This design comes from an exercise in tuning for small area, a short achievable clock period and few clock cycles per item on the open sky130 flow, not from production work.
The RTL was checked by simulation tests, not by an equivalence proof against the original design.
Power is estimated from default activity; no workload was simulated.

== indigo ==
Design pel_scaler_top, start of the top module:
module pel_scaler_top #(
    parameter int FLUX  = 2,
    parameter int DEPTH = 4
) (
    input  logic                              clk,
    input  logic                              rst_n,
    input  logic            [FLUX-1:0]        in_write,
    input  pel_pkg::pel_t   [FLUX-1:0]        in_din,
    output logic            [FLUX-1:0]        in_full,
    input  coef_pkg::coef_t [FLUX-1:0]        coef,
    input  logic            [FLUX-1:0]        out_read,
    output pel_pkg::pel_t   [FLUX-1:0]        out_dout,
    output logic            [FLUX-1:0]        out_empty
);
    genvar f;
    generate
        for (f = 0; f < FLUX; f++)
        begin : g_lane
            scaler u_lane (
                .clk       (clk),
                .rst_n     (rst_n),
                .in_write  (in_write[f]),
                .in_din    (in_din[f]),
                .in_full   (in_full[f]),
                .coef      (coef[f]),
                .out_read  (out_read[f]),
                .out_dout  (out_dout[f]),
                .out_empty (out_empty[f])
            );
        end
    endgenerate
endmodule
export LEC_CHECK = 0
export CAP_MARGIN = 20
export CORE_MARGIN = 2
export CORE_UTILIZATION = 40
export SETUP_SLACK_MARGIN = 4
export SLEW_MARGIN = 20
export SYNTH_HIERARCHICAL = 1
create_clock -name core_clock -period 8.0 [get_ports {clk}]
standard.sh (not shown) runs the stock make flow with config.mk's settings and CLKGATE_MAP_FILE= SYNTH_SCRIPT=/design/flow/synth_recipe.tcl, a recipe that flattens the netlist after the stock synthesis.
==> flow/flow/run.sh <==
#!/bin/bash
# the standard layout, with plain buffers (not delay cells) on the ports
bash standard.sh "BUFFER_PORTS_ARGS=-buffer_cell sky130_fd_sc_hd__buf_2" finish > standard.log 2>&1
Testbench counts of indigo, summed over its fixed seeds: cycles 8,016, items 16,000.
[inputs] fjord vs indigo
==> flow/run.sh (new file) <==
#!/bin/bash
# synth_recipe.tcl (not shown) runs the flow's synth.tcl, then flattens the netlist and writes it again
# the make line also repeats each setting of config.mk as NAME=value (left out here)
make -C /OpenROAD-flow-scripts/flow DESIGN_CONFIG=/design/flow/config.mk WORK_HOME=/design/flow/orfs CLKGATE_MAP_FILE= SYNTH_SCRIPT=/design/flow/synth_recipe.tcl finish
removed: flow/flow/run.sh
removed: flow/standard.sh
Notes after the runs:
As far as synthesized area goes, indigo and fjord are indistinguishable; the numbers are identical. Total power of the final layout, indigo and fjord: lower on indigo. The critical path's slowest cell comes out dfxtp_1 in one run and dfxtp_2 in the other, namely in indigo and fjord respectively. Signed area change from the synthesized netlist to the final layout sits higher in fjord than in indigo. Diff indigo -> fjord: global placer's final weighted congestion now larger, final critical-path required period now larger.
Edits applied to the flow inputs when going from fjord to tundra:
- CTS_BUF_LIST newly set to sky130_fd_sc_hd__clkbuf_8
- CTS_CLUSTER_DIAMETER newly set to 400
- CTS_CLUSTER_SIZE newly set to 60
==> flow/flow/run.sh (new file) <==
#!/bin/bash
# the standard layout, with plain buffers (not delay cells) on the ports
bash standard.sh "BUFFER_PORTS_ARGS=-buffer_cell sky130_fd_sc_hd__buf_2" finish > standard.log 2>&1
==> flow/standard.sh (new file) <==
#!/bin/bash
# synth_recipe.tcl (not shown) runs the flow's synth.tcl, then flattens the netlist and writes it again
# the make line also repeats each setting of config.mk as NAME=value (left out here)
make -C /OpenROAD-flow-scripts/flow DESIGN_CONFIG=/design/flow/config.mk WORK_HOME=/design/flow/orfs CLKGATE_MAP_FILE= SYNTH_SCRIPT=/design/flow/synth_recipe.tcl "${@:-finish}"
removed: flow/run.sh
Findings:
Power: tundra draws less than fjord
[diff] worst setup slack, tundra relative to fjord: improvement
Of the two values seen for cell with the biggest individual delay on the critical path, dfxtp_2 was produced by fjord and edfxtp_1 by tundra.
Min latest clock arrival within the worst-skew pair across tundra and fjord: fjord
tundra has design area below what fjord had.
| synthesized area | fjord vs tundra | ≈ equal |
Looking at final routed wirelength across all metal layers, tundra sits below fjord.
Summary of tundra over fjord: detailed-router iteration count before antenna repair now larger, top-level port count comparable, post-layout utilization of the core now smaller, global routing met1 resource utilization now smaller, number of flops mapped to enable cells by yosys comparable.
For willow, these inputs were changed with respect to tundra:
- changing CTS_CLUSTER_DIAMETER from 400 to 100
- changing CTS_CLUSTER_SIZE from 60 to 30
- changing CTS_BUF_LIST from sky130_fd_sc_hd__clkbuf_8 to sky130_fd_sc_hd__clkbuf_4 sky130_fd_sc_hd__clkbuf_8
- setting ABC_AREA to 1 for the first time
==> results.txt <==
- From tundra to willow the numbers moved as follows: global routing met2 resource utilization shows a reduction of 3.6 points, number of instances in the synthesized netlist saw an increase.
- Delta (willow minus tundra): final cell area excluding filler cells went up by about 9%, final weighted congestion in routability-driven placement moved up.
- Re share of final layout cell area taken by non-clock buffers: tundra was lower than willow.
- Of the two values seen for library cell contributing the largest single delay on the critical path, fa_1 was produced by willow and edfxtp_1 by tundra.
- Number of synthesized flops with an enable pin: tundra vs willow identical
- Stage delay of the slowest cell on the critical path was higher in willow than in tundra.
- Cmp willow vs tundra: required time of the critical path higher in willow
- Setup slack in willow is smaller than in tundra.
- Diff tundra -> willow | post-placement worst setup slack | increase of 0.022 ns
Edits applied to the flow inputs when going from willow to quartz:
- ABC_CLOCK_PERIOD_IN_PS: unset -> 3000
- ABC_AREA: 1 -> unset
Notes after the runs:
- In quartz relative to willow, total power had gone down by a few percent.
- Critical path depth (quartz over willow): decrease, 2
- Compare willow and quartz | share of synthesized area spent on multiplexers higher: quartz
- Compared with willow, in quartz number of CTS-inserted buffers roughly the same, number of core rows dropped 3, hold slack increased by 0.011 ns relative to the old numbers.
- The area occupied by multi-input gates on willow is in line with that on quartz.
- Compared with willow, in quartz utilization went down by 0.81 points, worst setup slack rose by 0.035 ns, total vias in the final route dropped 1990.
Changes in zinc relative to quartz:
- changing ABC_CLOCK_PERIOD_IN_PS from 3000 to 5000
Notes after the runs:
- Between quartz and zinc, the difference in total of clock buffers placed in the layout is negligible.
- Diff quartz -> zinc: worst hold slack across all endpoints neither gained nor lost much, clock network fraction of design power shows no meaningful change.
- Compared quartz against zinc; met2 routing resource usage after global routing within noise.
- quartz → zinc: height of the die now sits at about the same level; total number of cells along the worst setup path now sits at about the same level.
- From quartz to zinc, number of diodes did not move at all.
- On wire length, quartz and zinc are neck and neck.
- Each of the runs, namely quartz and zinc, reached the end of the flow and came out clean.
- Comparing zinc against quartz, there is no change at all in final critical-path required period.
- As far as number of inverters outside the clock class in the layout goes, quartz and zinc are indistinguishable; the numbers are identical.
- Re via count: no difference whatsoever between zinc and quartz.

## separate check: timing with driven ports
Ports are ideal in the flow. The routed layouts listed here were re-timed in OpenROAD.
Step 1, drivers: a clkbuf_16 drives clk and a buf_2 each remaining input, both assumed.
Step 2 adds t to the input delays and takes it off the output delays; t is the mean of the earliest and latest rising clock arrival at the registers after step 1. Input paths then give back, and output paths get back, about the clock's delay inside the block.
Slacks: no drivers / after step 1 / after step 2; pairs: no drivers / after step 1.
run | t (ns) | setup WS [ns] | worst setup path after step 2 | worst slew at a driven data input, ns
indigo | 0.490 | 4.155 / 4.132 / 4.155 | register to register | 0.05
fjord | 0.489 | 4.101 / 4.081 / 4.101 | register to register | 0.07
tundra | 0.522 | 4.130 / 4.083 / 4.154 | register to register | 0.05
willow | 0.538 | 4.094 / 4.094 / 4.094 | register to register | 0.05
quartz | 0.522 | 4.129 / 4.082 / 4.152 | register to register | 0.05
zinc | 0.522 | 4.129 / 4.082 / 4.152 | register to register | 0.05
After both steps every run listed still meets setup and hold.
